Context: an optimization exercise on an open-source flow, tuned for small area and a short achievable clock period. The choices shown serve that exercise and are no tape-out recipe. The RTL was checked by simulation tests, not by an equivalence proof against the original design.

==> flow/design.v <==
module md_scheduler #(
    parameter int MULT_LAT = 5,
    parameter int DIV_LAT  = 10,
    parameter int CNT_W    = 4
) (
    input  logic                 clk_i,
    input  logic                 reset_n_i,
    input  logic                 start,
    input  logic [2:0]           mdop,
    input  logic [31:0]          rs_val,
    input  logic [31:0]          rt_val,
    input  logic                 md_use_d,
    output logic                 busy,
    output logic                 done,
    output logic                 stall,
    output logic [31:0]          hi,
    output logic [31:0]          lo
);
    localparam int W = 34;
    localparam logic [16:0] LA = 17'h07FC0;
    logic             busy_q;
    logic [CNT_W-1:0] cnt_q;
    logic             div_q, sgn_q, sx_q;
    logic             issue_ok, op_mult, op_div, op_mthi, op_mtlo, last;
    assign op_mult  = (mdop[2:1] == 2'b00);
    assign op_div   = (mdop[2:1] == 2'b01);
    assign op_mthi  = (mdop == 3'b100);
    assign op_mtlo  = (mdop == 3'b101);
    assign issue_ok = start & ~busy_q;
    assign last     = (cnt_q == '0);
    always_ff @(posedge clk_i or negedge reset_n_i) begin
        if (!reset_n_i) begin
            busy_q <= 1'b0;
            cnt_q  <= '0;
        end else if (busy_q) begin
            if (last) busy_q <= 1'b0;
            cnt_q <= cnt_q - 1'b1;
        end else begin
            busy_q <= start & ~mdop[2];
            cnt_q  <= mdop[1] ? CNT_W'(DIV_LAT - 1) : CNT_W'(MULT_LAT - 1);
        end
    end
    assign busy  = busy_q;
    assign done  = busy_q & last;
    assign stall = md_use_d & (busy_q | (start & ~mdop[2]));
    logic [31:0]  y_q;           
    logic [31:0]  l_q;           
    logic [3:0]   lx_q;          
    logic [W-1:0] h_q;           
    logic         bp_q;          
    logic [31:0]  hi_q, lo_q;
    logic         dstep;         
    logic         ysg;           
    logic [W-1:0] yx;
    logic         dz;            
    assign dstep = div_q & ~last;
    assign ysg   = sgn_q & y_q[31];
    assign yx    = {ysg, ysg, y_q};
    assign dz    = (y_q == 32'd0);
    logic [3:0]   r_one, r_two, r_neg, r_xb;
    logic [W-1:0] r_a [4];
    logic [W-1:0] r_b [4];
    logic [W-1:0] r_s [4];
    logic [8:0]   bw;            
    assign bw = {l_q[7:0], bp_q};
    always_comb begin
        for (int r = 0; r < 4; r++) begin
            logic [2:0] t;
            t = bw[2*r +: 3];
            r_xb[r] = lx_q[3-r];
            if (dstep) begin
                r_one[r] = 1'b1;
                r_two[r] = 1'b0;
                r_neg[r] = dz | ~(((r == 0) ? h_q[W-1] : r_s[(r+3)%4][W-1]) ^ ysg);
            end else if (last) begin
                r_one[r] = ~div_q & ~sgn_q & bp_q;
                r_two[r] = div_q;
                r_neg[r] = div_q & ~(h_q[W-1] ^ ysg);
            end else begin
                r_one[r] = t[1] ^ t[0];
                r_two[r] = (t == 3'b100) | (t == 3'b011);
                r_neg[r] = t[2] & ~(t[1] & t[0]);
            end
        end
    end
    for (genvar r = 0; r < 4; r++) begin : g_row
        logic [W-1:0] prev;
        if (r == 0) begin : g_p0
            assign prev = h_q;
            assign r_a[r] = prev;
        end else begin : g_pn
            assign prev = r_s[r-1];
            assign r_a[r] = dstep ? {prev[W-2:0], r_xb[r]} : {prev[W-1], prev[W-1], prev[W-1:2]};
        end
        for (genvar j = 0; j < W; j++) begin : g_bit
            logic m1, m0;
            assign m1 = yx[j];
            assign m0 = (j == 0) ? 1'b0 : yx[(j == 0) ? 0 : j-1];
            assign r_b[r][j] = ((r_one[r] & m1) | (r_two[r] & m0)) ^ r_neg[r];
        end
        md_add #(.W(W), .LA(LA)) u_add (.a(r_a[r]), .b(r_b[r]), .ci(r_neg[r]), .s(r_s[r]));
    end
    logic zc, zr, take, inc;
    logic [30:0] qinc;
    logic [31:0] cq;
    assign zc   = (r_s[0][W-1:1] == '0);
    assign zr   = (h_q[W-1:1] == '0);
    assign take = ~dz & (zc | (~sx_q & h_q[W-1]) | (sx_q & ~h_q[W-1] & ~zr));
    assign inc  = take & r_neg[0];
    always_comb begin
        logic c;
        c = inc;
        for (int j = 0; j < 31; j++) begin
            qinc[j] = l_q[j] ^ c;
            c       = l_q[j] & c;
        end
    end
    logic s_in;
    assign s_in = op_div & ~mdop[0] & rs_val[31];
    always_ff @(posedge clk_i) begin
        if (!busy_q) begin
            y_q   <= rt_val;
            l_q   <= rs_val;
            lx_q  <= {4{s_in}};
            h_q   <= {W{s_in}};
            bp_q  <= 1'b0;
            div_q <= op_div;
            sgn_q <= ~mdop[0];
            sx_q  <= s_in;
        end else if (dstep) begin
            h_q  <= {r_s[3][W-2:0], l_q[31]};
            lx_q <= l_q[31:28];
            l_q  <= {l_q[27:0], r_neg[0], r_neg[1], r_neg[2], r_neg[3]};
        end else begin
            h_q  <= {r_s[3][W-1], r_s[3][W-1], r_s[3][W-1:2]};
            l_q  <= {r_s[3][1:0], r_s[2][1:0], r_s[1][1:0], r_s[0][1:0], l_q[31:8]};
            bp_q <= l_q[7];
        end
    end
    always_ff @(posedge clk_i or negedge reset_n_i) begin
        if (!reset_n_i) begin
            hi_q <= '0;
            lo_q <= '0;
        end else if (busy_q && last) begin
            hi_q <= ~div_q ? r_s[0][31:0] : take ? r_s[0][32:1] : h_q[32:1];
            lo_q <= div_q ? {qinc, ~take} : l_q;
        end else if (issue_ok && op_mthi) begin
            hi_q <= rs_val;
        end else if (issue_ok && op_mtlo) begin
            lo_q <= rs_val;
        end
    end
    assign hi = hi_q;
    assign lo = lo_q;
endmodule
module md_add #(
    parameter int W = 34,
    parameter logic [W/2-1:0] LA = '0
) (
    input  logic [W-1:0] a,
    input  logic [W-1:0] b,
    input  logic         ci,
    output logic [W-1:0] s
);
    logic [W/2:0] c;
    assign c[0] = ci;
    for (genvar k = 0; k < W/2; k++) begin : g
        logic a0, b0, a1, b1, h0, h1, g0, g1;
        assign a0 = a[2*k];   assign b0 = b[2*k];
        assign a1 = a[2*k+1]; assign b1 = b[2*k+1];
        assign h0 = a0 ^ b0;  assign g0 = a0 & b0;
        assign h1 = a1 ^ b1;  assign g1 = a1 & b1;
        if (LA[k]) begin : g_la
            assign s[2*k]   = h0 ^ c[k];
            assign s[2*k+1] = (h1 ^ g0) ^ (h0 & c[k]);
            assign c[k+1]   = g1 | (h1 & a0 & b0) | ((h1 & h0) & c[k]);
        end else begin : g_fa
            logic cm;
            assign s[2*k]   = h0 ^ c[k];
            assign cm       = g0 | (h0 & c[k]);
            assign s[2*k+1] = h1 ^ cm;
            assign c[k+1]   = g1 | (h1 & cm);
        end
    end
endmodule
==> flow/config.mk <==
export PLATFORM = sky130hd
export DESIGN_NAME = md_scheduler
export DESIGN_NICKNAME = md_scheduler
export VERILOG_FILES = /design/flow/design.v
export SDC_FILE = /design/flow/constraint.sdc
export NUM_CORES = 4
export LEC_CHECK = 0
export ABC_AREA = 1
export CAP_MARGIN = 20
export CORE_MARGIN = 2
export CORE_UTILIZATION = 40
export SLEW_MARGIN = 20
==> flow/constraint.sdc <==
create_clock -name core_clock -period 110.0 [get_ports {clk_i}]
set_input_delay 22.0000 -clock core_clock [delete_from_list [all_inputs] [get_ports {clk_i}]]
set_output_delay 22.0000 -clock core_clock [all_outputs]
set_load 0.01 [all_outputs]
standard.sh (not shown) runs the stock make flow with config.mk's settings and CLKGATE_MAP_FILE= SYNTH_SCRIPT=/design/flow/synth_recipe.tcl, a recipe that flattens the netlist after the stock synthesis.
==> flow/flow/run.sh <==
#!/bin/bash
set -o pipefail
here=$PWD
{
  sed -n '1p' synth_recipe.tcl
  cat <<T
proc abc {args} {
  set i [lsearch -exact \$args -script]
  if {\$i >= 0} { set args [lreplace \$args [expr {\$i + 1}] [expr {\$i + 1}] $here/flow/area.abc] }
  yosys abc {*}\$args
}
T
  sed -n '2,$p' synth_recipe.tcl
} > synth_area.tcl
sed "s#SYNTH_SCRIPT=[^ ]*#SYNTH_SCRIPT=$here/synth_area.tcl#" standard.sh > standard_area.sh
export BUFFER_PORTS_ARGS="-buffer_cell sky130_fd_sc_hd__buf_1"
export CTS_ARGS="-sink_clustering_enable -repair_clock_nets -dont_use_dummy_load"
bash standard_area.sh finish > standard.log 2>&1
==> flow/flow/area.abc <==
strash
&get -n
&deepsyn -T 20
&put
dch -f
amap
topo
stime -c
upsize -c
dnsize -c
==> next run, changes <==
--- a/flow/design.v
+++ b/flow/design.v
@@ -17,7 +17,7 @@
     output logic [31:0]          lo
 );
     localparam int W = 34;
-    localparam logic [16:0] LA = 17'h07FC0;
+    localparam logic [16:0] LA = 17'h0FFC0;
     logic             busy_q;
     logic [CNT_W-1:0] cnt_q;
     logic             div_q, sgn_q, sx_q;
Outcome: The changed run completed with no timing, DRC or antenna violations. Non-clock buffer count went down by 3. Design area went up by about 1.7%. Hold slack barely changes. Routed wire length went down by 0.70%.

## separate check: timing with driven ports
No port has a modelled driver above. Below, the same layouts with a new extraction and two added sets of constraints.
Step 1: set_driving_cell puts a clkbuf_16 on clk_i and a buf_2 on each other input, an assumption about the parent block.
Step 2 times the ports against the registers' clock, not the clock port: input delays grow and output delays shrink by t, the midpoint of the rising clock arrivals with the driver on.
a / b / c = ideal ports / drivers / drivers and shift; a / b = the first two.
| run | t (ns) | setup slack, ns | slew at the worst register clock pin (ns) |
|---|---|---|---|
| the first run | 0.497 | 65.427 / 65.404 / 65.404 | 0.07 / 0.07 |
| the second run | 0.507 | 65.402 / 65.378 / 65.378 | 0.08 / 0.08 |
After both steps setup and hold are still met in every run listed. For the second run, which loses most, drivers alone change the setup slack by -0.024 ns; drivers and shift together by -0.024 ns.
